From an optimization exercise on the open Yosys and OpenROAD flow, aimed at a short achievable clock period and few clock cycles per item; shortcuts taken in it are not production practice.
In this exercise RTL edits were held to simulation tests only and were not proved equivalent to the original.
No driver is modelled on the clock port, so clocking that relies on it looks cheaper here than on a real chip.
Power and IR drop assume default switching activity.

==> design/flow/design.v <==
package irc_pkg;
    localparam int BEAM_COUNT  = 4096;
    localparam int CNT_W       = $clog2(BEAM_COUNT) + 1;    
    localparam int IDX_W       = $clog2(BEAM_COUNT);
    localparam int INT_W       = 16;
    localparam int RNG_W       = 16;
    localparam int WS_W        = 28;
    localparam int IWS_W       = 40;
    localparam int RWS_W       = 44;
    localparam int CFG_W       = 23;
    localparam int CFG_IDX_W   = 3;
    localparam int FRAC_W      = 8;
    localparam int Q_W         = 20;
    localparam int STEP_W      = 18;
    localparam int WIDTH_W     = IDX_W + STEP_W;            
    localparam int RES_W       = Q_W + 3*IDX_W + INT_W + RNG_W;   
    localparam logic [CFG_IDX_W-1:0] REG_THRESHOLD  = 3'd0;
    localparam logic [CFG_IDX_W-1:0] REG_MIN_POINTS = 3'd1;
    localparam logic [CFG_IDX_W-1:0] REG_MAX_SPAN   = 3'd2;
    localparam logic [CFG_IDX_W-1:0] REG_MIN_WIDTH  = 3'd3;
    localparam logic [CFG_IDX_W-1:0] REG_MAX_WIDTH  = 3'd4;
    localparam logic [CFG_IDX_W-1:0] REG_ANGLE_STEP = 3'd5;
    localparam logic [CFG_IDX_W-1:0] REG_RANGE_LO   = 3'd6;
    localparam logic [CFG_IDX_W-1:0] REG_RANGE_HI   = 3'd7;
endpackage
import irc_pkg::*;
module irc_csa #(
    parameter int N  = 3,
    parameter int W  = 8,
    parameter int NO = (N / 3) * 2 + (N % 3)
)
(
    input  logic [N-1:0][W-1:0]  d,
    output logic [NO-1:0][W-1:0] q
);
    genvar g;
    generate
        for (g = 0; g < N / 3; g++) begin : g_fa
            logic [W-1:0] a, b, c, cy;
            assign a  = d[3*g];
            assign b  = d[3*g+1];
            assign c  = d[3*g+2];
            assign cy = (a & b) | (a & c) | (b & c);
            assign q[2*g]   = a ^ b ^ c;
            assign q[2*g+1] = {cy[W-2:0], 1'b0};
        end
        for (g = 0; g < N % 3; g++) begin : g_pass
            assign q[2*(N/3)+g] = d[3*(N/3)+g];
        end
    endgenerate
endmodule
module irc_srt_step #(
    parameter int N = 31
)
(
    input  logic [N-1:0]    s,
    input  logic [N-1:0]    c,
    input  logic            b,
    input  logic [WS_W-1:0] wn,
    output logic [N-1:0]    s_o,
    output logic [N-1:0]    c_o,
    output logic            qp,
    output logic            qn
);
    logic [N-1:0] s2, c2, a, maj;
    logic [3:0]   y;
    assign s2  = {s[N-2:0], b};
    assign c2  = {c[N-2:0], 1'b0};
    assign y   = s2[N-1:N-4] + c2[N-1:N-4];
    assign qp  = !y[3];
    assign qn  = y[3] && (y != 4'b1111);
    assign a   = qp ? ~{{(N-WS_W){1'b0}}, wn} : (qn ? {{(N-WS_W){1'b0}}, wn} : '0);
    assign maj = (s2 & c2) | (s2 & a) | (c2 & a);
    assign s_o = s2 ^ c2 ^ a;
    assign c_o = {maj[N-2:0], qp};
endmodule
module irc_otf #(
    parameter int W = 20
)
(
    input  logic [W-1:0] q,
    input  logic [W-1:0] qm,
    input  logic         qp,
    input  logic         qn,
    output logic [W-1:0] q_o,
    output logic [W-1:0] qm_o
);
    always_comb
    begin
        if (qp)      begin q_o = {q[W-2:0], 1'b1};  qm_o = {q[W-2:0], 1'b0};  end
        else if (qn) begin q_o = {qm[W-2:0], 1'b1}; qm_o = {qm[W-2:0], 1'b0}; end
        else         begin q_o = {q[W-2:0], 1'b0};  qm_o = {qm[W-2:0], 1'b1}; end
    end
endmodule
module irc_divs #(
    parameter int NU = 5
)
(
    input  logic              clk,
    input  logic              rst_n,
    input  logic              ld,           
    input  logic              ld_ok,        
    input  logic [WS_W-1:0]   ld_w,
    input  logic [4:0]        ld_sh,        
    input  logic [IWS_W-1:0]  ld_iws,
    input  logic [RWS_W-1:0]  ld_rws,
    input  logic [IDX_W-1:0]  ld_start,
    input  logic [IDX_W-1:0]  ld_end,
    input  logic [INT_W-1:0]  ld_peak,
    output logic              freed,        
    input  logic              result_stall,
    output logic              result_valid,
    output logic [RES_W-1:0]  result
);
    localparam int UC_W  = $clog2(Q_W + 2);
    localparam int STEPS = Q_W + 1;           
    localparam int RSTOP = STEPS - RNG_W;     
    localparam int SN    = WS_W + 3;          
    localparam int DI_W  = IWS_W + FRAC_W;    
    localparam int LOG_W = 5;
    logic [NU-1:0]    alloc_reg;
    logic [NU-1:0]    take_reg;
    logic [NU-1:0]    take_nxt;
    logic             out_v_reg;       
    logic             out_v_port_reg;  
    logic [RES_W-1:0] out_reg;
    logic             taken;
    logic [NU-1:0]              u_ready;
    logic [NU-1:0][RES_W-1:0]   u_res;
    logic [RES_W-1:0]           cur_res;
    logic [RES_W-1:0]           nxt_res;
    logic [WS_W-1:0]  n_w;
    logic [DI_W-1:0]  n_xi;
    logic [RWS_W-1:0] n_xr;
    assign n_w  = ld_w << ld_sh;
    assign n_xi = {ld_iws, {FRAC_W{1'b0}}} << ld_sh;
    assign n_xr = ld_rws << ld_sh;
    assign taken    = out_v_reg && !result_stall;
    assign take_nxt = {take_reg[NU-2:0], take_reg[NU-1]};
    genvar g;
    generate
        for (g = 0; g < NU; g++) begin : g_u
            logic             busy_reg;
            logic [UC_W-1:0]  cnt_reg;
            logic [WS_W-1:0]  w_reg;
            logic [SN-1:0]    si_reg, ci_reg, sr_reg, cr_reg;
            logic [Q_W-1:0]   fi_reg, qi_reg, qmi_reg;
            logic [RNG_W-1:0] fr_reg, qr_reg, qmr_reg;
            logic             negi_reg, negr_reg;
            logic [IDX_W-1:0] start_reg;
            logic [IDX_W-1:0] end_reg;
            logic [INT_W-1:0] peak_reg;
            logic [SN-1:0]    si_n, ci_n, sr_n, cr_n;
            logic             qpi, qni, qpr, qnr;
            logic [Q_W-1:0]   qi_n, qmi_n;
            logic [RNG_W-1:0] qr_n, qmr_n;
            logic [SN-1:0]    ri_sum, rr_sum;
            logic             mine;
            logic [Q_W-1:0]   q8;
            logic [RNG_W-1:0] crng;
            logic [Q_W-FRAC_W:0] up_q, up_qm;
            logic [IDX_W-1:0] pk;
            assign mine = ld && alloc_reg[g];
            irc_srt_step #(.N(SN)) u_si (.s(si_reg), .c(ci_reg), .b(fi_reg[Q_W-1]),
                                         .wn(w_reg), .s_o(si_n), .c_o(ci_n), .qp(qpi), .qn(qni));
            irc_srt_step #(.N(SN)) u_sr (.s(sr_reg), .c(cr_reg), .b(fr_reg[RNG_W-1]),
                                         .wn(w_reg), .s_o(sr_n), .c_o(cr_n), .qp(qpr), .qn(qnr));
            irc_otf #(.W(Q_W))   u_oi (.q(qi_reg), .qm(qmi_reg), .qp(qpi), .qn(qni), .q_o(qi_n), .qm_o(qmi_n));
            irc_otf #(.W(RNG_W)) u_or (.q(qr_reg), .qm(qmr_reg), .qp(qpr), .qn(qnr), .q_o(qr_n), .qm_o(qmr_n));
            assign ri_sum = si_reg + ci_reg;
            assign rr_sum = sr_reg + cr_reg;
            always_ff @(posedge clk or negedge rst_n)
            begin
                if (!rst_n)
                    busy_reg <= 1'b0;
                else if (mine)
                    busy_reg <= ld_ok;
                else if (taken && take_reg[g])
                    busy_reg <= 1'b0;
            end
            always_ff @(posedge clk)
            begin
                if (mine)
                begin
                    si_reg <= SN'(n_xi[DI_W-1:Q_W]);
                    ci_reg <= '0;
                    fi_reg <= n_xi[Q_W-1:0];
                    sr_reg <= SN'(n_xr[RWS_W-1:RNG_W]);
                    cr_reg <= '0;
                    fr_reg <= n_xr[RNG_W-1:0];
                end
                else
                begin
                    si_reg <= si_n;
                    ci_reg <= ci_n;
                    fi_reg <= {fi_reg[Q_W-2:0], 1'b0};
                    sr_reg <= sr_n;
                    cr_reg <= cr_n;
                    fr_reg <= {fr_reg[RNG_W-2:0], 1'b0};
                end
            end
            always_ff @(posedge clk)
            begin
                if (mine)
                begin
                    cnt_reg   <= UC_W'(STEPS);
                    w_reg     <= n_w;
                    qi_reg    <= '0;
                    qmi_reg   <= '1;
                    qr_reg    <= '0;
                    qmr_reg   <= '1;
                    start_reg <= ld_start;
                    end_reg   <= ld_end;
                    peak_reg  <= ld_peak;
                end
                else if (cnt_reg != '0)
                begin
                    cnt_reg <= cnt_reg - 1'b1;
                    if (cnt_reg > UC_W'(1))
                    begin
                        qi_reg  <= qi_n;
                        qmi_reg <= qmi_n;
                    end
                    else
                        negi_reg <= ri_sum[SN-1];
                    if (cnt_reg > UC_W'(RSTOP))
                    begin
                        qr_reg  <= qr_n;
                        qmr_reg <= qmr_n;
                    end
                    else if (cnt_reg == UC_W'(RSTOP))
                        negr_reg <= rr_sum[SN-1];
                end
            end
            assign up_q  = qi_reg[Q_W-1:FRAC_W-1] + 1'b1;
            assign up_qm = qmi_reg[Q_W-1:FRAC_W-1] + 1'b1;
            assign q8    = negi_reg ? qmi_reg : qi_reg;
            assign pk    = negi_reg ? up_qm[IDX_W:1] : up_q[IDX_W:1];
            assign crng  = negr_reg ? qmr_reg : qr_reg;
            assign u_ready[g] = busy_reg && (cnt_reg == '0);
            assign u_res[g]   = {q8, pk, start_reg, end_reg, peak_reg, crng};
        end
    endgenerate
    always_comb
    begin
        cur_res = '0;
        nxt_res = '0;
        for (int k = 0; k < NU; k++)
        begin
            cur_res = cur_res | (take_reg[k] ? u_res[k] : '0);
            nxt_res = nxt_res | (take_nxt[k] ? u_res[k] : '0);
        end
    end
    logic out_v_next;
    assign out_v_next = taken ? |(u_ready & take_nxt) : |(u_ready & take_reg);
    always_ff @(posedge clk or negedge rst_n)
    begin
        if (!rst_n)
        begin
            alloc_reg <= NU'(1);
            take_reg  <= NU'(1);
            freed     <= 1'b0;
            out_v_reg <= 1'b0;
        end
        else
        begin
            if (ld && ld_ok)
                alloc_reg <= {alloc_reg[NU-2:0], alloc_reg[NU-1]};
            if (taken)
                take_reg <= take_nxt;
            freed     <= taken;
            out_v_reg <= out_v_next;
        end
    end
    always_ff @(posedge clk)
    begin
        if (!rst_n)
            out_v_port_reg <= 1'b0;
        else
            out_v_port_reg <= out_v_next;
        out_reg <= taken ? nxt_res : cur_res;
    end
    assign result_valid = out_v_port_reg;
    assign result       = out_reg;
endmodule
import irc_pkg::*;
module irc_ctrl #(
    parameter int CAP  = 5,
    parameter int KEEP = 2
)
(
    input  logic clk,
    input  logic rst_n,
    input  logic beam_valid,
    output logic beam_stall,
    output logic beam_take,
    input  logic close_ev,
    input  logic rej_ev,
    input  logic free_ev
);
    localparam int CR_W = $clog2(CAP + 3) + 1;
    logic [CR_W-1:0] cr_reg;
    logic [CR_W-1:0] cr_up;
    logic [CR_W-1:0] cr_next;
    logic            stall_next;
    logic            stall_reg;       
    logic            stall_out_reg;   
    assign beam_stall = stall_out_reg;
    assign beam_take  = beam_valid && !stall_reg;
    assign cr_up      = cr_reg + CR_W'(rej_ev) + CR_W'(free_ev);
    assign cr_next    = close_ev ? cr_up - 1'b1 : cr_up;
    assign stall_next = close_ev ? (cr_up <= CR_W'(KEEP)) : (cr_up < CR_W'(KEEP));
    always_ff @(posedge clk or negedge rst_n)
    begin
        if (!rst_n)
        begin
            cr_reg    <= CR_W'(CAP);
            stall_reg <= 1'b0;
        end
        else
        begin
            cr_reg    <= cr_next;
            stall_reg <= stall_next;
        end
    end
    always_ff @(posedge clk)
    begin
        if (!rst_n)
            stall_out_reg <= 1'b0;
        else
            stall_out_reg <= stall_next;
    end
endmodule
import irc_pkg::*;
module irc_dp
(
    input  logic                 clk,
    input  logic                 rst_n,
    input  logic                 cfg_we,
    input  logic [CFG_IDX_W-1:0] cfg_index,
    input  logic [CFG_W-1:0]     cfg_data,
    input  logic                 beam_take,
    input  logic [INT_W-1:0]     beam_intensity,
    input  logic [RNG_W-1:0]     beam_range_mm,
    input  logic                 beam_range_finite,
    input  logic                 beam_last,
    output logic                 close_ev,
    output logic                 rej_ev,
    output logic                 ld,
    output logic                 ld_ok,
    output logic [WS_W-1:0]      ld_w,
    output logic [4:0]           ld_sh,
    output logic [IWS_W-1:0]     ld_iws,
    output logic [RWS_W-1:0]     ld_rws,
    output logic [IDX_W-1:0]     ld_start,
    output logic [IDX_W-1:0]     ld_end,
    output logic [INT_W-1:0]     ld_peak
);
    logic [INT_W-1:0]         thr_reg;
    logic [CNT_W-1:0]         minp_reg;
    logic [RNG_W-1:0]         span_max_reg;
    logic [CFG_W-1:0]         wmin_reg;
    logic [CFG_W-1:0]         wmax_reg;
    logic signed [STEP_W-1:0] step_reg;
    logic [STEP_W-1:0]        mag_reg;
    logic [RNG_W-1:0]         floor_reg;
    logic [RNG_W-1:0]         ceil_reg;
    always_ff @(posedge clk)
    begin
        mag_reg   <= step_reg[STEP_W-1] ? STEP_W'(-step_reg) : STEP_W'(step_reg);
    end
    always_ff @(posedge clk or negedge rst_n)
    begin
        if (!rst_n)
        begin
            thr_reg      <= INT_W'(45);
            minp_reg     <= CNT_W'(5);
            span_max_reg <= RNG_W'(30);
            wmin_reg     <= CFG_W'(10000);
            wmax_reg     <= CFG_W'(120000);
            step_reg     <= STEP_W'(8727);
            floor_reg    <= RNG_W'(150);
            ceil_reg     <= RNG_W'(12000);
        end
        else if (cfg_we)
        begin
            unique case (cfg_index)
                REG_THRESHOLD:  thr_reg      <= cfg_data[INT_W-1:0];
                REG_MIN_POINTS: minp_reg     <= cfg_data[CNT_W-1:0];
                REG_MAX_SPAN:   span_max_reg <= cfg_data[RNG_W-1:0];
                REG_MIN_WIDTH:  wmin_reg     <= cfg_data;
                REG_MAX_WIDTH:  wmax_reg     <= cfg_data;
                REG_ANGLE_STEP: step_reg     <= signed'(cfg_data[STEP_W-1:0]);
                REG_RANGE_LO:   floor_reg    <= cfg_data[RNG_W-1:0];
                REG_RANGE_HI:   ceil_reg     <= cfg_data[RNG_W-1:0];
                default:        ;
            endcase
        end
    end
    logic             s1_v;
    logic [INT_W-1:0] s1_i;
    logic [RNG_W-1:0] s1_r;
    logic             s1_bright;
    logic             s1_rng_ok;
    logic             s1_last;
    always_ff @(posedge clk or negedge rst_n)
    begin
        if (!rst_n)
            s1_v <= 1'b0;
        else
            s1_v <= beam_take;
    end
    always_ff @(posedge clk)
    begin
        s1_i    <= beam_intensity;
        s1_r    <= beam_range_mm;
        s1_bright <= beam_intensity >= thr_reg;
        s1_rng_ok <= beam_range_finite && (beam_range_mm >= floor_reg)
                     && (beam_range_mm <= ceil_reg);
        s1_last <= beam_last;
    end
    logic [CNT_W-1:0] cnt_reg;
    logic             open_reg;
    logic [IDX_W-1:0] idx;
    logic             in_window, bright, rng_ok, join_b, close_b, new_b;
    assign idx       = cnt_reg[IDX_W-1:0];
    assign in_window = !cnt_reg[IDX_W];
    assign bright    = s1_bright;
    assign rng_ok    = s1_rng_ok;
    assign join_b    = s1_v && in_window && bright;
    assign close_b   = s1_v && ((in_window && !bright && open_reg)
                                || (s1_last && (open_reg || join_b)));
    assign new_b     = join_b && !open_reg;
    logic             s2_join, s2_new, s2_close, s2_add;
    logic [INT_W-1:0] s2_i;
    logic [RNG_W-1:0] s2_r;
    logic [IDX_W-1:0] s2_idx;
    always_ff @(posedge clk or negedge rst_n)
    begin
        if (!rst_n)
        begin
            cnt_reg  <= '0;
            open_reg <= 1'b0;
            s2_join  <= 1'b0;
            s2_new   <= 1'b0;
            s2_close <= 1'b0;
            s2_add   <= 1'b0;
        end
        else
        begin
            if (s1_v)
            begin
                if (s1_last)
                    cnt_reg <= '0;
                else if (in_window)
                    cnt_reg <= cnt_reg + 1'b1;
                open_reg <= close_b ? 1'b0 : (join_b ? 1'b1 : open_reg);
            end
            s2_join  <= join_b;
            s2_new   <= new_b;
            s2_close <= close_b;
            s2_add   <= join_b && rng_ok;
        end
    end
    assign close_ev = close_b;
    always_ff @(posedge clk)
    begin
        s2_i   <= s1_i;
        s2_r   <= s1_r;
        s2_idx <= idx;
    end
    logic [15:0][31:0] pr_rows;
    logic [10:0][31:0] pr_l1;
    logic [7:0][31:0]  pr_l2;
    logic [5:0][31:0]  pr_l3;
    logic [11:0][27:0] pi_rows;
    logic [7:0][27:0]  pi_l1;
    logic [5:0][27:0]  pi_l2;
    logic [3:0][27:0]  pi_l3;
    genvar g;
    generate
        for (g = 0; g < 16; g++) begin : g_pr
            assign pr_rows[g] = s1_i[g] ? (32'(s1_r) << g) : 32'd0;
        end
        for (g = 0; g < 12; g++) begin : g_pi
            assign pi_rows[g] = idx[g] ? (28'(s1_i) << g) : 28'd0;
        end
    endgenerate
    irc_csa #(.N(16), .W(32)) u_pr1 (.d(pr_rows), .q(pr_l1));
    irc_csa #(.N(11), .W(32)) u_pr2 (.d(pr_l1),   .q(pr_l2));
    irc_csa #(.N(8),  .W(32)) u_pr3 (.d(pr_l2),   .q(pr_l3));
    irc_csa #(.N(12), .W(28)) u_pi1 (.d(pi_rows), .q(pi_l1));
    irc_csa #(.N(8),  .W(28)) u_pi2 (.d(pi_l1),   .q(pi_l2));
    irc_csa #(.N(6),  .W(28)) u_pi3 (.d(pi_l2),   .q(pi_l3));
    logic [5:0][31:0] s2_pr;
    logic [3:0][27:0] s2_pi;
    always_ff @(posedge clk)
    begin
        s2_pr <= pr_l3;
        s2_pi <= pi_l3;
    end
    logic [5:0][31:0] pr_g;
    logic [3:0][31:0] pr_l4;
    logic [2:0][31:0] pr_l5;
    logic [1:0][31:0] pr_l6;
    logic [3:0][27:0] pi_g;
    logic [2:0][27:0] pi_l4;
    logic [1:0][27:0] pi_l5;
    assign pr_g = s2_add ? s2_pr : '0;
    assign pi_g = s2_add ? s2_pi : '0;
    irc_csa #(.N(6), .W(32)) u_pr4 (.d(pr_g),  .q(pr_l4));
    irc_csa #(.N(4), .W(32)) u_pr5 (.d(pr_l4), .q(pr_l5));
    irc_csa #(.N(3), .W(32)) u_pr6 (.d(pr_l5), .q(pr_l6));
    irc_csa #(.N(4), .W(28)) u_pi4 (.d(pi_g),  .q(pi_l4));
    irc_csa #(.N(3), .W(28)) u_pi5 (.d(pi_l4), .q(pi_l5));
    logic             s3_join, s3_new, s3_close, s3_add;
    logic [INT_W-1:0] s3_i;
    logic [INT_W-1:0] s3_iw;
    logic [RNG_W-1:0] s3_r;
    logic [IDX_W-1:0] s3_idx;
    logic [1:0][31:0] s3_pr;
    logic [1:0][27:0] s3_pi;
    always_ff @(posedge clk or negedge rst_n)
    begin
        if (!rst_n)
        begin
            s3_join  <= 1'b0;
            s3_new   <= 1'b0;
            s3_close <= 1'b0;
            s3_add   <= 1'b0;
        end
        else
        begin
            s3_join  <= s2_join;
            s3_new   <= s2_new;
            s3_close <= s2_close;
            s3_add   <= s2_add;
        end
    end
    always_ff @(posedge clk)
    begin
        s3_i   <= s2_i;
        s3_iw  <= s2_add ? s2_i : '0;
        s3_r   <= s2_r;
        s3_idx <= s2_idx;
        s3_pr  <= pr_l6;
        s3_pi  <= pi_l5;
    end
    logic [CNT_W-1:0]   size_reg;
    logic [IDX_W-1:0]   start_reg;
    logic [IDX_W-1:0]   end_reg;       
    logic [RNG_W-1:0]   near_reg;
    logic [RNG_W-1:0]   far_reg;
    logic [INT_W-1:0]   peak_reg;
    logic [1:0][WS_W-1:0]    ws_reg;
    logic [1:0][IWS_W-1:0]   iws_reg;
    logic [1:0][RWS_W-1:0]   rws_reg;
    logic [1:0][WIDTH_W-1:0] wd_reg;
    logic               s4_close;      
    logic [1:0][WS_W-1:0]    ws_n;
    logic [2:0][IWS_W-1:0]   iws_a;
    logic [1:0][IWS_W-1:0]   iws_n;
    logic [2:0][RWS_W-1:0]   rws_a;
    logic [1:0][RWS_W-1:0]   rws_n;
    logic [1:0][WIDTH_W-1:0] wd_n;
    logic [3:0][IWS_W-1:0]   iws_in;
    logic [3:0][RWS_W-1:0]   rws_in;
    logic [WIDTH_W-1:0]      wd_add;
    assign wd_add = (s3_join && !s3_new) ? WIDTH_W'(mag_reg) : '0;
    assign iws_in = {IWS_W'(s3_pi[1]), IWS_W'(s3_pi[0]), iws_reg[1], iws_reg[0]};
    assign rws_in = {RWS_W'(s3_pr[1]), RWS_W'(s3_pr[0]), rws_reg[1], rws_reg[0]};
    irc_csa #(.N(3), .W(WS_W))    u_ws  (.d({WS_W'(s3_iw), ws_reg[1], ws_reg[0]}), .q(ws_n));
    irc_csa #(.N(3), .W(WIDTH_W)) u_wd  (.d({wd_add, wd_reg[1], wd_reg[0]}), .q(wd_n));
    irc_csa #(.N(4), .W(IWS_W))   u_iw1 (.d(iws_in), .q(iws_a));
    irc_csa #(.N(3), .W(IWS_W))   u_iw2 (.d(iws_a),  .q(iws_n));
    irc_csa #(.N(4), .W(RWS_W))   u_rw1 (.d(rws_in), .q(rws_a));
    irc_csa #(.N(3), .W(RWS_W))   u_rw2 (.d(rws_a),  .q(rws_n));
    always_ff @(posedge clk or negedge rst_n)
    begin
        if (!rst_n)
            s4_close <= 1'b0;
        else
            s4_close <= s3_close && s3_join;
    end
    always_ff @(posedge clk)
    begin
        if (s3_new)
        begin
            size_reg  <= CNT_W'(1);
            start_reg <= s3_idx;
            end_reg   <= s3_idx;
            ws_reg    <= {WS_W'(0), WS_W'(s3_iw)};
            iws_reg   <= {IWS_W'(s3_pi[1]), IWS_W'(s3_pi[0])};
            rws_reg   <= {RWS_W'(s3_pr[1]), RWS_W'(s3_pr[0])};
            wd_reg    <= '0;
            near_reg  <= s3_add ? s3_r : '1;
            far_reg   <= s3_add ? s3_r : '0;
            peak_reg  <= s3_add ? s3_i : '0;
        end
        else
        begin
            if (s3_join)
            begin
                size_reg <= size_reg + 1'b1;
                end_reg  <= s3_idx;
            end
            ws_reg  <= ws_n;
            iws_reg <= iws_n;
            rws_reg <= rws_n;
            wd_reg  <= wd_n;
            if (s3_add && (s3_r < near_reg))
                near_reg <= s3_r;
            if (s3_add && (s3_r > far_reg))
                far_reg <= s3_r;
            if (s3_add && (s3_i > peak_reg))
                peak_reg <= s3_i;
        end
    end
    localparam int WS_A  = 14;                  
    localparam int IWS_A = 14, IWS_B = 27;      
    localparam int RWS_A = 15, RWS_B = 30;      
    logic                          s5_v;
    logic [WS_A:0]                 s5_ws_lo;
    logic [1:0][WS_W-WS_A-1:0]     s5_ws_hi;
    logic [IWS_A:0]                s5_iws_lo;
    logic [1:0][IWS_W-IWS_A-1:0]   s5_iws_hi;
    logic [RWS_A:0]                s5_rws_lo;
    logic [1:0][RWS_W-RWS_A-1:0]   s5_rws_hi;
    logic                          s5_nz;
    logic                          s5_wge;      
    logic                          s5_wle;      
    logic [RNG_W-1:0]              s5_diff;
    logic                          s5_ge;
    logic                          s5_size_ok;
    logic [IDX_W-1:0]              s5_start;
    logic [IDX_W-1:0]              s5_end;
    logic [INT_W-1:0]              s5_peak;
    logic [2:0][31:0] wge_in, wle_in;
    logic [1:0][31:0] wge_cs, wle_cs;
    logic [31:0]      wge_sum, wle_sum;
    assign wge_in = {{2'b00, wd_reg[1]}, {2'b00, wd_reg[0]}, ~{9'd0, wmin_reg}};
    assign wle_in = {~{2'b00, wd_reg[1]}, ~{2'b00, wd_reg[0]}, {9'd0, wmax_reg}};
    irc_csa #(.N(3), .W(32)) u_wge (.d(wge_in), .q(wge_cs));
    irc_csa #(.N(3), .W(32)) u_wle (.d(wle_in), .q(wle_cs));
    assign wge_sum = wge_cs[0] + wge_cs[1] + 32'd1;
    assign wle_sum = wle_cs[0] + {wle_cs[1][31:1], 1'b1} + 32'd1;
    always_ff @(posedge clk or negedge rst_n)
    begin
        if (!rst_n)
            s5_v <= 1'b0;
        else
            s5_v <= s4_close || (s3_close && !s3_join);
    end
    always_ff @(posedge clk)
    begin
        s5_ws_lo   <= (WS_A+1)'(ws_reg[0][WS_A-1:0])    + (WS_A+1)'(ws_reg[1][WS_A-1:0]);
        s5_ws_hi   <= {ws_reg[1][WS_W-1:WS_A],     ws_reg[0][WS_W-1:WS_A]};
        s5_wge     <= !wge_sum[31];
        s5_wle     <= !wle_sum[31];
        s5_iws_lo  <= (IWS_A+1)'(iws_reg[0][IWS_A-1:0]) + (IWS_A+1)'(iws_reg[1][IWS_A-1:0]);
        s5_iws_hi  <= {iws_reg[1][IWS_W-1:IWS_A],  iws_reg[0][IWS_W-1:IWS_A]};
        s5_rws_lo  <= (RWS_A+1)'(rws_reg[0][RWS_A-1:0]) + (RWS_A+1)'(rws_reg[1][RWS_A-1:0]);
        s5_rws_hi  <= {rws_reg[1][RWS_W-1:RWS_A],  rws_reg[0][RWS_W-1:RWS_A]};
        s5_nz      <= (ws_reg[0] != '0) || (ws_reg[1] != '0);
        s5_diff    <= far_reg - near_reg;
        s5_ge      <= far_reg >= near_reg;
        s5_size_ok <= size_reg >= minp_reg;
        s5_start   <= start_reg;
        s5_end     <= end_reg;
        s5_peak    <= peak_reg;
    end
    logic                          s6_v;
    logic [WS_W-1:0]               s6_ws;
    logic [IWS_B:0]                s6_iws_lo;
    logic [1:0][IWS_W-IWS_B-1:0]   s6_iws_hi;
    logic [RWS_B:0]                s6_rws_lo;
    logic [1:0][RWS_W-RWS_B-1:0]   s6_rws_hi;
    logic                          s6_ok;
    logic [IDX_W-1:0]              s6_start;
    logic [IDX_W-1:0]              s6_end;
    logic [INT_W-1:0]              s6_peak;
    always_ff @(posedge clk or negedge rst_n)
    begin
        if (!rst_n)
            s6_v <= 1'b0;
        else
            s6_v <= s5_v;
    end
    always_ff @(posedge clk)
    begin
        s6_ws     <= {s5_ws_hi[1] + s5_ws_hi[0] + (WS_W-WS_A)'(s5_ws_lo[WS_A]), s5_ws_lo[WS_A-1:0]};
        s6_iws_lo <= {(IWS_B-IWS_A+1)'(s5_iws_hi[1][IWS_B-IWS_A-1:0])
                      + (IWS_B-IWS_A+1)'(s5_iws_hi[0][IWS_B-IWS_A-1:0])
                      + (IWS_B-IWS_A+1)'(s5_iws_lo[IWS_A]), s5_iws_lo[IWS_A-1:0]};
        s6_iws_hi <= {s5_iws_hi[1][IWS_W-IWS_A-1:IWS_B-IWS_A], s5_iws_hi[0][IWS_W-IWS_A-1:IWS_B-IWS_A]};
        s6_rws_lo <= {(RWS_B-RWS_A+1)'(s5_rws_hi[1][RWS_B-RWS_A-1:0])
                      + (RWS_B-RWS_A+1)'(s5_rws_hi[0][RWS_B-RWS_A-1:0])
                      + (RWS_B-RWS_A+1)'(s5_rws_lo[RWS_A]), s5_rws_lo[RWS_A-1:0]};
        s6_rws_hi <= {s5_rws_hi[1][RWS_W-RWS_A-1:RWS_B-RWS_A], s5_rws_hi[0][RWS_W-RWS_A-1:RWS_B-RWS_A]};
        s6_ok     <= s5_size_ok && s5_nz && s5_wge && s5_wle
                     && (!s5_ge || (s5_diff <= span_max_reg));
        s6_start  <= s5_start;
        s6_end    <= s5_end;
        s6_peak   <= s5_peak;
    end
    logic                s7_v;
    logic [WS_W-1:0]     s7_ws;
    logic [IWS_W-1:0]    s7_iws;
    logic [RWS_W-1:0]    s7_rws;
    logic                s7_ok;
    logic [4:0]          s7_sh;
    logic [4:0]          lz;
    always_comb
    begin
        lz = 5'd28;
        for (int k = 0; k < WS_W; k++)
            if (s6_ws[k])
                lz = 5'(WS_W - 1 - k);
    end
    logic [IDX_W-1:0]    s7_start;
    logic [IDX_W-1:0]    s7_end;
    logic [INT_W-1:0]    s7_peak;
    always_ff @(posedge clk or negedge rst_n)
    begin
        if (!rst_n)
            s7_v <= 1'b0;
        else
            s7_v <= s6_v;
    end
    always_ff @(posedge clk)
    begin
        s7_ws    <= s6_ws;
        s7_iws   <= {s6_iws_hi[1] + s6_iws_hi[0] + (IWS_W-IWS_B)'(s6_iws_lo[IWS_B]), s6_iws_lo[IWS_B-1:0]};
        s7_rws   <= {s6_rws_hi[1] + s6_rws_hi[0] + (RWS_W-RWS_B)'(s6_rws_lo[RWS_B]), s6_rws_lo[RWS_B-1:0]};
        s7_ok    <= s6_ok;
        s7_sh    <= lz;
        s7_start <= s6_start;
        s7_end   <= s6_end;
        s7_peak  <= s6_peak;
    end
    logic rej_reg;
    always_ff @(posedge clk or negedge rst_n)
    begin
        if (!rst_n)
            rej_reg <= 1'b0;
        else
            rej_reg <= s7_v && !s7_ok;
    end
    assign rej_ev   = rej_reg;
    assign ld       = s7_v;
    assign ld_ok    = s7_ok;
    assign ld_w     = s7_ws;
    assign ld_sh    = s7_sh;
    assign ld_iws   = s7_iws;
    assign ld_rws   = s7_rws;
    assign ld_start = s7_start;
    assign ld_end   = s7_end;
    assign ld_peak  = s7_peak;
endmodule
import irc_pkg::*;
module intensity_reflector_cluster_detect
(
    input  logic                 clk,
    input  logic                 rst_n,
    input  logic                 cfg_we,
    input  logic [CFG_IDX_W-1:0] cfg_index,
    input  logic [CFG_W-1:0]     cfg_data,
    input  logic                 beam_valid,
    output logic                 beam_stall,
    input  logic [INT_W-1:0]     beam_intensity,
    input  logic [RNG_W-1:0]     beam_range_mm,
    input  logic                 beam_range_finite,
    input  logic                 beam_last,
    output logic                 result_valid,
    input  logic                 result_stall,
    output logic [Q_W-1:0]       result_center_index_q8,
    output logic [IDX_W-1:0]     result_peak_index,
    output logic [IDX_W-1:0]     result_start_index,
    output logic [IDX_W-1:0]     result_end_index,
    output logic [INT_W-1:0]     result_peak_intensity,
    output logic [RNG_W-1:0]     result_center_range_mm
);
    localparam int NU = 5;
    logic              beam_take;
    logic              close_ev;
    logic              rej_ev;
    logic              free_ev;
    logic              ld;
    logic              ld_ok;
    logic [WS_W-1:0]   ld_w;
    logic [4:0]        ld_sh;
    logic [IWS_W-1:0]  ld_iws;
    logic [RWS_W-1:0]  ld_rws;
    logic [IDX_W-1:0]  ld_start;
    logic [IDX_W-1:0]  ld_end;
    logic [INT_W-1:0]  ld_peak;
    logic [RES_W-1:0]  result;
    assign {result_center_index_q8, result_peak_index, result_start_index,
            result_end_index, result_peak_intensity, result_center_range_mm} = result;
    irc_ctrl #(.CAP(NU)) u_ctrl (
        .clk          (clk),
        .rst_n        (rst_n),
        .beam_valid   (beam_valid),
        .beam_stall   (beam_stall),
        .beam_take    (beam_take),
        .close_ev     (close_ev),
        .rej_ev       (rej_ev),
        .free_ev      (free_ev)
    );
    irc_dp u_dp (
        .clk               (clk),
        .rst_n             (rst_n),
        .cfg_we            (cfg_we),
        .cfg_index         (cfg_index),
        .cfg_data          (cfg_data),
        .beam_take         (beam_take),
        .beam_intensity    (beam_intensity),
        .beam_range_mm     (beam_range_mm),
        .beam_range_finite (beam_range_finite),
        .beam_last         (beam_last),
        .close_ev          (close_ev),
        .rej_ev            (rej_ev),
        .ld                (ld),
        .ld_ok             (ld_ok),
        .ld_w              (ld_w),
        .ld_sh             (ld_sh),
        .ld_iws            (ld_iws),
        .ld_rws            (ld_rws),
        .ld_start          (ld_start),
        .ld_end            (ld_end),
        .ld_peak           (ld_peak)
    );
    irc_divs #(.NU(NU)) u_divs (
        .clk          (clk),
        .rst_n        (rst_n),
        .ld           (ld),
        .ld_ok        (ld_ok),
        .ld_w         (ld_w),
        .ld_sh        (ld_sh),
        .ld_iws       (ld_iws),
        .ld_rws       (ld_rws),
        .ld_start     (ld_start),
        .ld_end       (ld_end),
        .ld_peak      (ld_peak),
        .freed        (free_ev),
        .result_stall (result_stall),
        .result_valid (result_valid),
        .result       (result)
    );
endmodule
==> design/flow/flow/run.sh <==
#!/bin/bash
set -euo pipefail
MARGIN=${MARGIN:-6.5}
HOOK="$PWD/flow/move_out_flops.tcl"
sed -e "s|\"\${@:-finish}\"|SETUP_SLACK_MARGIN=${MARGIN} PRE_DETAIL_PLACE_TCL=${HOOK} \"\${@:-finish}\"|" standard.sh > own_standard.sh
grep -q "PRE_DETAIL_PLACE_TCL=" own_standard.sh
bash own_standard.sh > make_finish.log 2>&1
==> design/flow/flow/move_out_flops.tcl <==
# PRE_DETAIL_PLACE hook: put each flip-flop that drives an output port's
# buffer on top of that buffer, so that detailed placement legalizes it
# right beside the buffer, at the die's edge. The flip-flop then drives a
# short wire and the buffer drives the way to the pin.
set block [ord::get_db_block]
set moved 0
foreach bt [$block getBTerms] {
  if {[$bt getIoType] != "OUTPUT"} { continue }
  set net [$bt getNet]
  if {$net == "NULL"} { continue }
  foreach it [$net getITerms] {
    set buf [$it getInst]
    foreach bit [$buf getITerms] {
      if {![$bit isInputSignal]} { continue }
      set dnet [$bit getNet]
      if {$dnet == "NULL"} { continue }
      foreach d [$dnet getITerms] {
        if {![$d isOutputSignal]} { continue }
        set f [$d getInst]
        if {![regexp {__(e?df|sdf)} [[$f getMaster] getName]]} { continue }
        if {[llength [$dnet getITerms]] > 2} { continue }
        set l [$buf getLocation]
        $f setLocation [lindex $l 0] [lindex $l 1]
        $f setPlacementStatus PLACED
        incr moved
      }
    }
  }
}
puts "move_out_flops: moved $moved flip-flops next to their output buffers"
==> design/flow/standard.sh <==
#!/bin/bash
# synth_recipe.tcl (not shown) runs the flow's synth.tcl, then flattens the netlist and writes it again
# the make line also repeats each setting of config.mk as NAME=value (left out here)
make -C /OpenROAD-flow-scripts/flow DESIGN_CONFIG=/design/flow/config.mk WORK_HOME=/design/flow/orfs CLKGATE_MAP_FILE= SYNTH_SCRIPT=/design/flow/synth_recipe.tcl "${@:-finish}"
==> design/flow/config.mk <==
export PLATFORM = sky130hd
export DESIGN_NAME = intensity_reflector_cluster_detect
export DESIGN_NICKNAME = intensity_reflector_cluster_detect
export VERILOG_FILES = /design/flow/design.v
export SDC_FILE = /design/flow/constraint.sdc
export NUM_CORES = 4
export LEC_CHECK = 0
export ABC_CLOCK_PERIOD_IN_PS = 2500
export CAP_MARGIN = 20
export CORE_MARGIN = 2
export CORE_UTILIZATION = 55
export SETUP_SLACK_MARGIN = 5
export SLEW_MARGIN = 20
==> design/flow/constraint.sdc <==
create_clock -name core_clock -period 9.0 [get_ports {clk}]
set_input_delay 1.8000 -clock core_clock [delete_from_list [all_inputs] [get_ports {clk}]]
set_output_delay 1.8000 -clock core_clock [all_outputs]
set_load 0.01 [all_outputs]
==> insert_results.sql, run 1 <==
INSERT INTO impl_metrics (metric_group, metric, value, unit) VALUES
('drt', 'wl_met3', '22300', 'um'),
('drt', 'drc', '0', ''),
('clock_network', 'cts.sinks', '3183', ''),
('yosys', 'asyncSetResetFlopFracSynth', '6.00', '%'),
('power_and_ir_drop', 'switching_power', '11.1', 'mW'),
('critical_path', 'critical-path-slowest-cell', 'sky130_fd_sc_hd__dfxtp_1', ''),
('min_path', 'whs_path_depth', '0', ''),
('critical_path', 'cpLargestDelayFamily', 'flip-flops', ''),
('critical_path', 'timing.critical_path.to_type', 'output pin', ''),
('yosys', 'synth.lib_cells_used.distinct', '99', ''),
('critical_path', 'critical_path.n_buffers_inverters', '1', ''),
('clock_network', 'cts.path.max_buffers', '4', ''),
('yosys', 'dominantRegCellSynth', 'sky130_fd_sc_hd__dfxtp_1', ''),
('timing', 'finalCritPeriodShare', '35.1', '%'),
('final_layout', 'layout.nets', '16463', ''),
('yosys', 'netlist_instances', '14303', ''),
('yosys', 'number_of_register_bits_inferred_by_synthesis', '3183', ''),
('critical_path', 'critical-path-max-stage-delay', '0.31', 'ns'),
('yosys', 'synthesis.nets', '16016', ''),
('run', 'max_cap_violations', '0', ''),
('status', 'result_of_the_run', 'finished clean', ''),
('clock_network', 'clk-insertion-delay-late', '0.93', 'ns'),
('global_route', 'grt_remaining_overflow', '0', ''),
('floorplan', 'die_area', '275000', 'um^2'),
('final_layout', 'fillers', '20205', ''),
('power_and_ir_drop', 'sequentialPowerShare', '43.1', '%'),
('final_layout', 'synthToLayoutAreaGrowth', '21.6', '%'),
('timing', 'fin_skew', '0.0436', 'ns'),
('clock_network', 'cts_root_buffer', 'sky130_fd_sc_hd__clkbuf_16', ''),
('power_and_ir_drop', 'pwr_density_cell', '210', 'nW/um^2'),
('timing', 'worst-slew-pin-transition', '1.08', 'ns'),
('global_route', 'first_global_vias', '108850', ''),
('yosys', 'synth_enable_flop_cells', '422', ''),
('timing', 'final_critical_period', '3.16', 'ns'),
('global_route', 'first_pass_grt_wire_length', '640000', 'um'),
('global_route', 'grtUsageTotal', '29.9', '%'),
('power_and_ir_drop', 'p_int', '27.0', 'mW'),
('timing', 'slew-limit-headroom', '28.2', '%'),
('power_and_ir_drop', 'leakage', '77.8', 'nW'),
('drt', 'ant_nets', '0', ''),
('timing', 'setup-violations-final', '0', ''),
('yosys', 'synth.cell_area', '149000', 'um^2'),
('power_and_ir_drop', 'ir_drop', '0.163', 'mV'),
('critical_path', 'worst_setup_path_class', 'flip-flop to output pin', ''),
('critical_path', 'critical_path.max_fanout', '1', ''),
('timing', 'setup-tns-final', '0', 'ns'),
('drt', 'totalWireLength', '431000', 'um'),
('critical_path', 'r2r.worst_path.cells', '8', ''),
('drt', 'initialDrtViolationCount', '7635', ''),
('critical_path', 'path_cells', 'buf_2', ''),
('drt', 'routed_wl_per_cell', '23.2', 'um'),
('clock_network', 'tritoncts', 'built', ''),
('critical_path', 'critPathLaunchType', 'flip-flop', ''),
('global_route', 'number_of_antenna_violations_at_the_first_check_in_global_routing', '19', ''),
('power_and_ir_drop', 'power.combinational.fraction', '19.5', '%'),
('yosys', 'seq_total_area_yosys', '46.3', '%'),
('drt', 'top_layer', 'met4', ''),
('clock_network', 'cts_inserted_buffers', '338', ''),
('floorplan', 'fp.dieW', '525', 'um'),
('timing', 'final_max_slew_viol_count', '0', ''),
('timing', 'hold_viol', '0', ''),
('yosys', 'ys_warn_count', '5', ''),
('power_and_ir_drop', 'p_sw_share', '29.1', '%'),
('final_layout', 'final_cell_area', '181000', 'um^2'),
('drt', 'wl_met1', '172000', 'um'),
('placed_design', 'portBuffers', '154', ''),
('placed_design', 'hpwl', '263000', 'um'),
('drt', 'wl_met2', '211000', 'um'),
('timing', 'grt_setup_unrepaired', 'true', ''),
('drt', 'routed-via-count', '106182', ''),
('yosys', 'yosys-top-cells-area', 'sky130_fd_sc_hd__dfxtp_1 (35%), sky130_fd_sc_hd__fa_1 (11%), sky130_fd_sc_hd__edfxtp_1 (8.5%), sky130_fd_sc_hd__ha_1 (6.8%), sky130_fd_sc_hd__nand2_1 (3.5%)', '');
==> Yosys cell counts (82+ instances only) <==
| master | count |
|---|---|
| sky130_fd_sc_hd__nor3_1 | 90 |
| sky130_fd_sc_hd__ha_1 | 813 |
| sky130_fd_sc_hd__mux2i_1 | 509 |
| sky130_fd_sc_hd__a22oi_1 | 158 |
| sky130_fd_sc_hd__clkbuf_1 | 535 |
| sky130_fd_sc_hd__a211oi_1 | 222 |
| sky130_fd_sc_hd__inv_1 | 1222 |
| sky130_fd_sc_hd__and2_1 | 661 |
| sky130_fd_sc_hd__nand3_1 | 294 |
| sky130_fd_sc_hd__mux2_2 | 299 |
| sky130_fd_sc_hd__dfxtp_1 | 2570 |
| sky130_fd_sc_hd__a21oi_1 | 718 |
| sky130_fd_sc_hd__dfrtp_1 | 148 |
| sky130_fd_sc_hd__edfxtp_1 | 422 |
| sky130_fd_sc_hd__fa_1 | 835 |
| sky130_fd_sc_hd__nor2_1 | 1202 |
| sky130_fd_sc_hd__nand2_1 | 1401 |
| sky130_fd_sc_hd__xor2_1 | 82 |
| sky130_fd_sc_hd__xnor2_1 | 152 |
| sky130_fd_sc_hd__a31oi_1 | 85 |
| sky130_fd_sc_hd__o21ai_0 | 521 |
| sky130_fd_sc_hd__nor2b_1 | 187 |
==> placed cells by master, fill, tap and decap left out, types with 165 or more instances in the layout <==
master                      instances
sky130_fd_sc_hd__dfxtp_1         2410
sky130_fd_sc_hd__buf_12           165
sky130_fd_sc_hd__inv_1           1163
sky130_fd_sc_hd__mux2i_1          475
sky130_fd_sc_hd__a211oi_1         198
sky130_fd_sc_hd__nand2_1         1342
sky130_fd_sc_hd__fa_1             708
sky130_fd_sc_hd__buf_4            235
sky130_fd_sc_hd__nor2_1          1078
sky130_fd_sc_hd__clkbuf_16        388
sky130_fd_sc_hd__nand3_1          251
sky130_fd_sc_hd__a21oi_2          216
sky130_fd_sc_hd__edfxtp_1         422
sky130_fd_sc_hd__nor2b_1          187
sky130_fd_sc_hd__o21ai_0          414
sky130_fd_sc_hd__a21oi_1          379
sky130_fd_sc_hd__ha_1             730
sky130_fd_sc_hd__and2_1           562
sky130_fd_sc_hd__mux2_2           261
==> routing by layer <==
layer	vias to the layer above	GRT usage (%)
li1	48954	-
met1	53010	36.9
met2	3220	51.7
met3	998	3.86
met4	0	14.4
met5	-	0
==> area by class of cell <==
cell class,count,area (um^2),share of cell area (%)
multi-input cells,9202,80100,44.2
flip-flops and latches,3183,69300,38.3
repair buffers,781,11000,6.06
clock buffers,485,9840,5.43
inverters,1234,4880,2.69
well taps,3570,4470,2.46
clock inverters,137,1570,0.864
repair inverters,10,75.1,0.0414
diodes,5,12.5,0.00690
==> final timing paths <==
| path | startpoint | end | slack, ns |
|---|---|---|---|
| worst min register to register | u_dp.s5_start[3] | u_dp.s6_start[3] | 0.31 |
| worst max register to register | u_dp.s2_add | u_dp.s3_pr[21] | 6.18 |
| worst min-delay path | u_dp.s5_start[3] | u_dp.s6_start[3] | 0.31 |
| min in group asynchronous | rst_n | u_dp.wmin_reg[17] | 0.86 |
| max in group asynchronous | rst_n | u_divs.take_reg[2] | 7.00 |
| worst max-delay path | u_divs.out_reg[10] | result_center_range_mm[10] | 5.84 |
==> metrics by stage <==
step / util, % / total power, mW / instances / setup WS, ns / hold WS (ns)
4_1_cts: 65.0 / 37.6 / 18439 / 5.76 / 0.312
5_1_grt: 67.1 / 39.6 / 18604 / 5.79 / 0.325
3_5_place_dp: 57.1 / 22.5 / 17428 / 4.21 / 0.312
2_1_floorplan: - / 20.4 / 14303 / 5.89 / 0.310
3_3_place_gp: 57.1 / 22.3 / 17428 / 4.38 / 0.310
6_report: 67.1 / 38.1 / 18607 / 5.84 / 0.307
==> power groups by stage <==
stage	sequential [mW]	clock (mW)	combinational, mW
after floorplan	16.3	0	4.04
after global placement	16.8	0	5.53
after detailed placement	16.8	0	5.65
after CTS	16.4	14.5	6.73
after global routing	16.6	15.0	8.04
final	16.4	14.2	7.45
==> logic make-up after synthesis <==
| logic type | Yosys count | synth area share (%) |
|---|---|---|
| flops | 3183 | 46.3 |
| compound gates | 2230 | 9.29 |
| mux | 889 | 6.90 |
| fa+ha+maj | 1648 | 18.0 |
| buf+inv | 1935 | 5.08 |
| simple gates | 4179 | 12.9 |
| xor+xnor | 239 | 1.47 |
==> what timing repair did <==
action	4_1_cts	5_1_grt
cloned	94	37
hold buffers	0	0
pin swaps	376	505
setup buffers	295	126
endpoints found under the setup margin	2122	1173
endpoints found under the hold margin	0	0
gates resized for setup	1643	960
Testbench counts, summed over its fixed seeds: cycles 9,904, beams 9,672.
==> run 2, diff against run 1 <==
==> design/flow/flow/run.sh (replaced) <==
#!/bin/bash
set -euo pipefail
MARGIN=${MARGIN:-6.5}
HOOK="$PWD/flow/move_out_flops.tcl"
CTS="-sink_clustering_enable -repair_clock_nets -apply_ndr full"
sed -e "s|\"\${@:-finish}\"|SETUP_SLACK_MARGIN=${MARGIN} PRE_DETAIL_PLACE_TCL=${HOOK} 'CTS_ARGS=${CTS}' \"\${@:-finish}\"|" standard.sh > own_standard.sh
grep -q "CTS_ARGS=" own_standard.sh
bash own_standard.sh > make_finish.log 2>&1
--- a/design/flow/config.mk
+++ b/design/flow/config.mk
@@ -9,5 +9,5 @@
 export CAP_MARGIN = 20
 export CORE_MARGIN = 2
-export CORE_UTILIZATION = 55
+export CORE_UTILIZATION = 65
 export SETUP_SLACK_MARGIN = 5
 export SLEW_MARGIN = 20
==> run 2 against run 1 <==
Effect of this change: synthesized cell count unchanged; critical endpoint is now result_start_index[0]; sequential share of layout area up 0.29 points; clock skew up 0.022 ns; fmax down 1.1%; largest power group unchanged; sequential cell count unchanged; sequential power about the same; clock-buffer cell count down 5; critical path type unchanged; worst hold slack better by 0.0023 ns; non-clock buffer count down 39; clock power about the same; wire length down 1.1%; critical path depth unchanged.
==> insert_results.sql, run 2 <==
INSERT INTO impl_metrics (metric_group, metric, value, unit) VALUES
('final_layout', 'fillers', '13896', ''),
('global_route', 'groute.layer.met1.usage', '42.6', '%'),
('global_route', 'groute.layer.met3.usage', '5.54', '%'),
('placed_design', 'dp_worst_setup_slack', '4.26', 'ns'),
('global_route', 'gr-usage-met2', '59.0', '%'),
('timing', 'setup-tns-final', '0', 'ns'),
('power_and_ir_drop', 'switching_power', '11.0', 'mW'),
('final_layout', 'stdcell_count', '17986', ''),
('timing', 'hold_viol', '0', ''),
('critical_path', 'critical_path.max_fanout', '1', ''),
('yosys', 'largest_area_contributor_in_the_synthesized_netlist', 'sky130_fd_sc_hd__dfxtp_1', ''),
('final_layout', 'layout_commonest_cell', 'sky130_fd_sc_hd__dfxtp_1', ''),
('drt', 'initialDrtViolationCount', '9167', ''),
('floorplan', 'core_area', '228000', 'um^2'),
('power_and_ir_drop', 'p_int', '27.2', 'mW'),
('critical_path', 'r2r.worst_path.cells', '12', ''),
('clock_network', 'cts_root_buffer', 'sky130_fd_sc_hd__clkbuf_16', ''),
('yosys', 'most_numerous_cell_in_the_yosys_netlist', 'sky130_fd_sc_hd__dfxtp_1', ''),
('timing', 'worst-slew-pin-transition', '1.14', 'ns'),
('critical_path', 'r2r_start', 'u_divs.g_u[0].ci_reg[26]', ''),
('global_route', 'grtUsageTotal', '35.2', '%'),
('power_and_ir_drop', 'pwr_density_cell', '212', 'nW/um^2'),
('drt', 'detail_route.first_pass.iterations', '14', ''),
('yosys', 'seq_total_area_yosys', '46.3', '%'),
('floorplan', 'fp.dieW', '483', 'um'),
('timing', 'fin_skew', '0.0658', 'ns'),
('global_route', 'number_of_antenna_violations_at_the_first_check_in_global_routing', '14', ''),
('yosys', 'synthesis.nets', '16016', ''),
('global_route', 'first_global_vias', '111271', ''),
('min_path', 'whs_path_depth', '0', ''),
('drt', 'routed_wl_per_cell', '23.7', 'um'),
('yosys', 'yosys-top-cells-area', 'sky130_fd_sc_hd__dfxtp_1 (35%), sky130_fd_sc_hd__fa_1 (11%), sky130_fd_sc_hd__edfxtp_1 (8.5%), sky130_fd_sc_hd__ha_1 (6.8%), sky130_fd_sc_hd__nand2_1 (3.5%)', ''),
('drt', 'totalWireLength', '427000', 'um'),
('power_and_ir_drop', 'share_clk_of_total_power', '37.2', '%'),
('final_layout', 'fraction_of_layout_instances_using_a_drive_strength_above_1', '20.9', '%'),
('power_and_ir_drop', 'sequentialPowerShare', '43.1', '%'),
('clock_network', 'cts.sinks', '3183', ''),
('final_layout', 'mostFrequentLayoutCells', 'sky130_fd_sc_hd__dfxtp_1 (2426), sky130_fd_sc_hd__nand2_1 (1349), sky130_fd_sc_hd__inv_1 (1172), sky130_fd_sc_hd__nor2_1 (1084), sky130_fd_sc_hd__ha_1 (735)', ''),
('yosys', 'ys_warn_count', '5', ''),
('clock_network', 'clk-insertion-delay-late', '0.96', 'ns'),
('yosys', 'synth.cell_area', '149000', 'um^2'),
('critical_path', 'rr_endpoint', 'u_divs.g_u[0].si_reg[2]', ''),
('min_path', 'hold-path-endpoint', 'u_dp.s3_r[0]', ''),
('timing', 'grt_setup_unrepaired', 'true', ''),
('final_layout', 'layout.nets', '16423', ''),
('min_path', 'hp-start', 'u_dp.s2_r[0]', ''),
('critical_path', 'critical_path.n_buffers_inverters', '1', ''),
('critical_path', 'worst_setup_path_class', 'flip-flop to output pin', ''),
('timing', 'hold-worst-slack', '0.309', 'ns'),
('status', 'result_of_the_run', 'finished clean', ''),
('timing', 'timing.fmax', '313', 'MHz'),
('global_route', 'grt_most_used_layer', 'met2', ''),
('drt', 'routed-via-count', '108480', ''),
('yosys', 'synth_top_cells_by_count', 'sky130_fd_sc_hd__dfxtp_1 (2570), sky130_fd_sc_hd__nand2_1 (1401), sky130_fd_sc_hd__inv_1 (1222), sky130_fd_sc_hd__nor2_1 (1202), sky130_fd_sc_hd__fa_1 (835)', ''),
('timing', 'slew-limit-headroom', '24.1', '%'),
('critical_path', 'critical-path-slowest-cell', 'sky130_fd_sc_hd__dfxtp_2', ''),
('critical_path', 'timing.critical_path.to_type', 'output pin', ''),
('global_route', 'first_pass_grt_wire_length', '632000', 'um'),
('yosys', 'synth_enable_flop_cells', '422', ''),
('critical_path', 'critical-path-max-stage-delay', '0.35', 'ns'),
('global_route', 'grt_max_degree', '162', ''),
('yosys', 'dominantRegCellSynth', 'sky130_fd_sc_hd__dfxtp_1', ''),
('power_and_ir_drop', 'leakage', '77.4', 'nW'),
('global_route', 'grt_remaining_overflow', '0', ''),
('yosys', 'synth_largest_type_area_fraction', '34.5', '%'),
('critical_path', 'worstPathRequired', '7.20', 'ns'),
('yosys', 'netlist_instances', '14303', ''),
('clock_network', 'cts_inserted_buffers', '338', ''),
('clock_network', 'cts.path.max_buffers', '4', ''),
('critical_path', 'r2r_slack', '6.10', 'ns'),
('placed_design', 'portBuffers', '154', ''),
('floorplan', 'die_h', '483', 'um'),
('floorplan', 'design.portCount', '155', ''),
('placed_design', 'hpwl', '253000', 'um'),
('placed_design', 'dp_cells', '16863', ''),
('critical_path', 'path_cells', 'buf_6', ''),
('critical_path', 'critPathLaunchType', 'flip-flop', ''),
('floorplan', 'die_area', '233000', 'um^2'),
('power_and_ir_drop', 'power.combinational.fraction', '19.7', '%'),
('timing', 'setup_ws', '5.80', 'ns'),
('critical_path', 'cpLargestDelayFamily', 'flip-flops', ''),
('clock_network', 'tritoncts', 'built', ''),
('critical_path', 'worstPathArrival', '1.40', 'ns'),
('timing', 'setup-violations-final', '0', ''),
('clock_network', 'path_clk_slew', '0.06', 'ns'),
('power_and_ir_drop', 'ir_drop', '0.199', 'mV'),
('clock_network', 'cts.hold.buffers_added', '0', ''),
('yosys', 'asyncSetResetFlopFracSynth', '6.00', '%'),
('timing', 'final_max_slew_viol_count', '0', ''),
('floorplan', 'placement_rows', '175', ''),
('yosys', 'syn-mean-instance-area', '10.4', 'um^2'),
('drt', 'ant_nets', '0', ''),
('final_layout', 'synthToLayoutAreaGrowth', '20.6', '%'),
('yosys', 'number_of_register_bits_inferred_by_synthesis', '3183', ''),
('placed_design', 'gp_routability_congestion', '0.933', ''),
('yosys', 'synth.lib_cells_used.distinct', '99', ''),
('drt', 'vias_per_cell', '6.03', ''),
('run', 'max_cap_violations', '0', ''),
('drt', 'drc', '0', ''),
('timing', 'final_critical_period', '3.20', 'ns'),
('timing', 'finalCritPeriodShare', '35.5', '%'),
('power_and_ir_drop', 'p_sw_share', '28.8', '%');
==> run 2: area by class of cell <==
type | count | area, um^2 | share of cell area [%]
Clock buffer | 480 | 9900 | 5.51
Timing Repair inverter | 11 | 88.8 | 0.0494
Tap cell | 3009 | 3760 | 2.09
Inverter | 1234 | 4910 | 2.73
Timing Repair Buffer | 742 | 10400 | 5.76
Sequential cell | 3183 | 69300 | 38.5
Clock inverter | 121 | 1430 | 0.794
Antenna cell | 6 | 15.0 | 0.00835
Multi-Input combinational cell | 9200 | 80000 | 44.5
==> run 2: cell families after synthesis <==
kind of cell             share of synthesized area, %
AO/OA/AOI/OAI                                    9.29
XOR/XNOR                                         1.47
adder cells (fa/ha/maj)                          18.0
buffers and inverters                            5.08
flip-flops                                       46.3
multiplexers                                     6.90
AND/OR/NAND/NOR                                  12.9
==> run 2: how the worst max path moves through the flow <==
stage,start,endpoint,slack (ns),cells after the start
after global placement,result_stall,u_divs.out_reg[5],4.38,7
after global routing,u_divs.out_reg[44],result_start_index[0],5.77,1
after floorplan,beam_range_mm[0],u_dp.s1_rng_ok,5.89,10
final,u_divs.out_reg[44],result_start_index[0],5.80,1
after CTS,u_divs.out_reg[6],result_center_range_mm[6],5.75,1
after detailed placement,result_stall,u_divs.out_reg[62],4.26,8
==> run 2: per-layer routing <==
| layer | share of wire, % | up-vias |
|---|---|---|
| li1 | - | 48843 |
| met1 | 38 | 53492 |
| met2 | 48 | 4572 |
| met3 | 6.8 | 1569 |
| met4 | 7.5 | 4 |
| met5 | 0.0061 | - |
==> run 2: power groups by stage <==
| stage | sequential (mW) | clock (mW) | combinational, mW |
|---|---|---|---|
| after detailed placement | 16.8 | 0 | 5.58 |
| final | 16.4 | 14.2 | 7.51 |
| after global routing | 16.6 | 14.9 | 8.04 |
| after global placement | 16.8 | 0 | 5.40 |
| after CTS | 16.4 | 14.3 | 6.84 |
| after floorplan | 16.3 | 0 | 4.04 |
==> run 2: per-stage QoR <==
stage               total power, mW  utilization, %  instance area, um^2
floorplan                      20.4               -               151000
global placement               22.2            67.4               153000
detailed placement             22.4            67.4               154000
CTS                            37.6            76.7               175000
global route                   39.5            79.0               180000
finish                         38.1            79.0               180000
==> run 2: timing repair <==
item | in CTS | in global routing
resized for setup | 1610 | 947
endpoints found under the hold margin | 0 | 0
setup buffers | 280 | 113
gates cloned | 94 | 29
setup endpoints to repair | 2010 | 1178
pin swaps | 346 | 464

==> port drivers added, routing unchanged <==
In the flow no input, the clock included, has a driving cell. The finished layouts below were timed again as built, in two steps. Step 1 assumes that a clkbuf_16 drives the clock port and a buf_2 every other input. Step 2 also shifts input and output timing later by t, the mid clock arrival at the registers, as if the neighbouring blocks saw the same clock. Slacks: ideal ports / drivers / drivers and shift; pairs: ideal ports / drivers.
| run | shift t [ns] | setup WS [ns] | latest minus earliest clock arrival (ns) | worst register clock-pin slew, ns |
|---|---|---|---|---|
| run 1 | 1.004 | 5.837 / 5.742 / 5.457 | 0.050 / 0.050 | 0.07 / 0.07 |
| run 2 | 1.028 | 5.801 / 5.698 / 5.510 | 0.067 / 0.067 | 0.07 / 0.07 |
After both steps setup and hold are still met in every run listed. For run 1, which loses most, drivers alone change the setup slack by -0.095 ns; drivers and shift together by -0.380 ns.
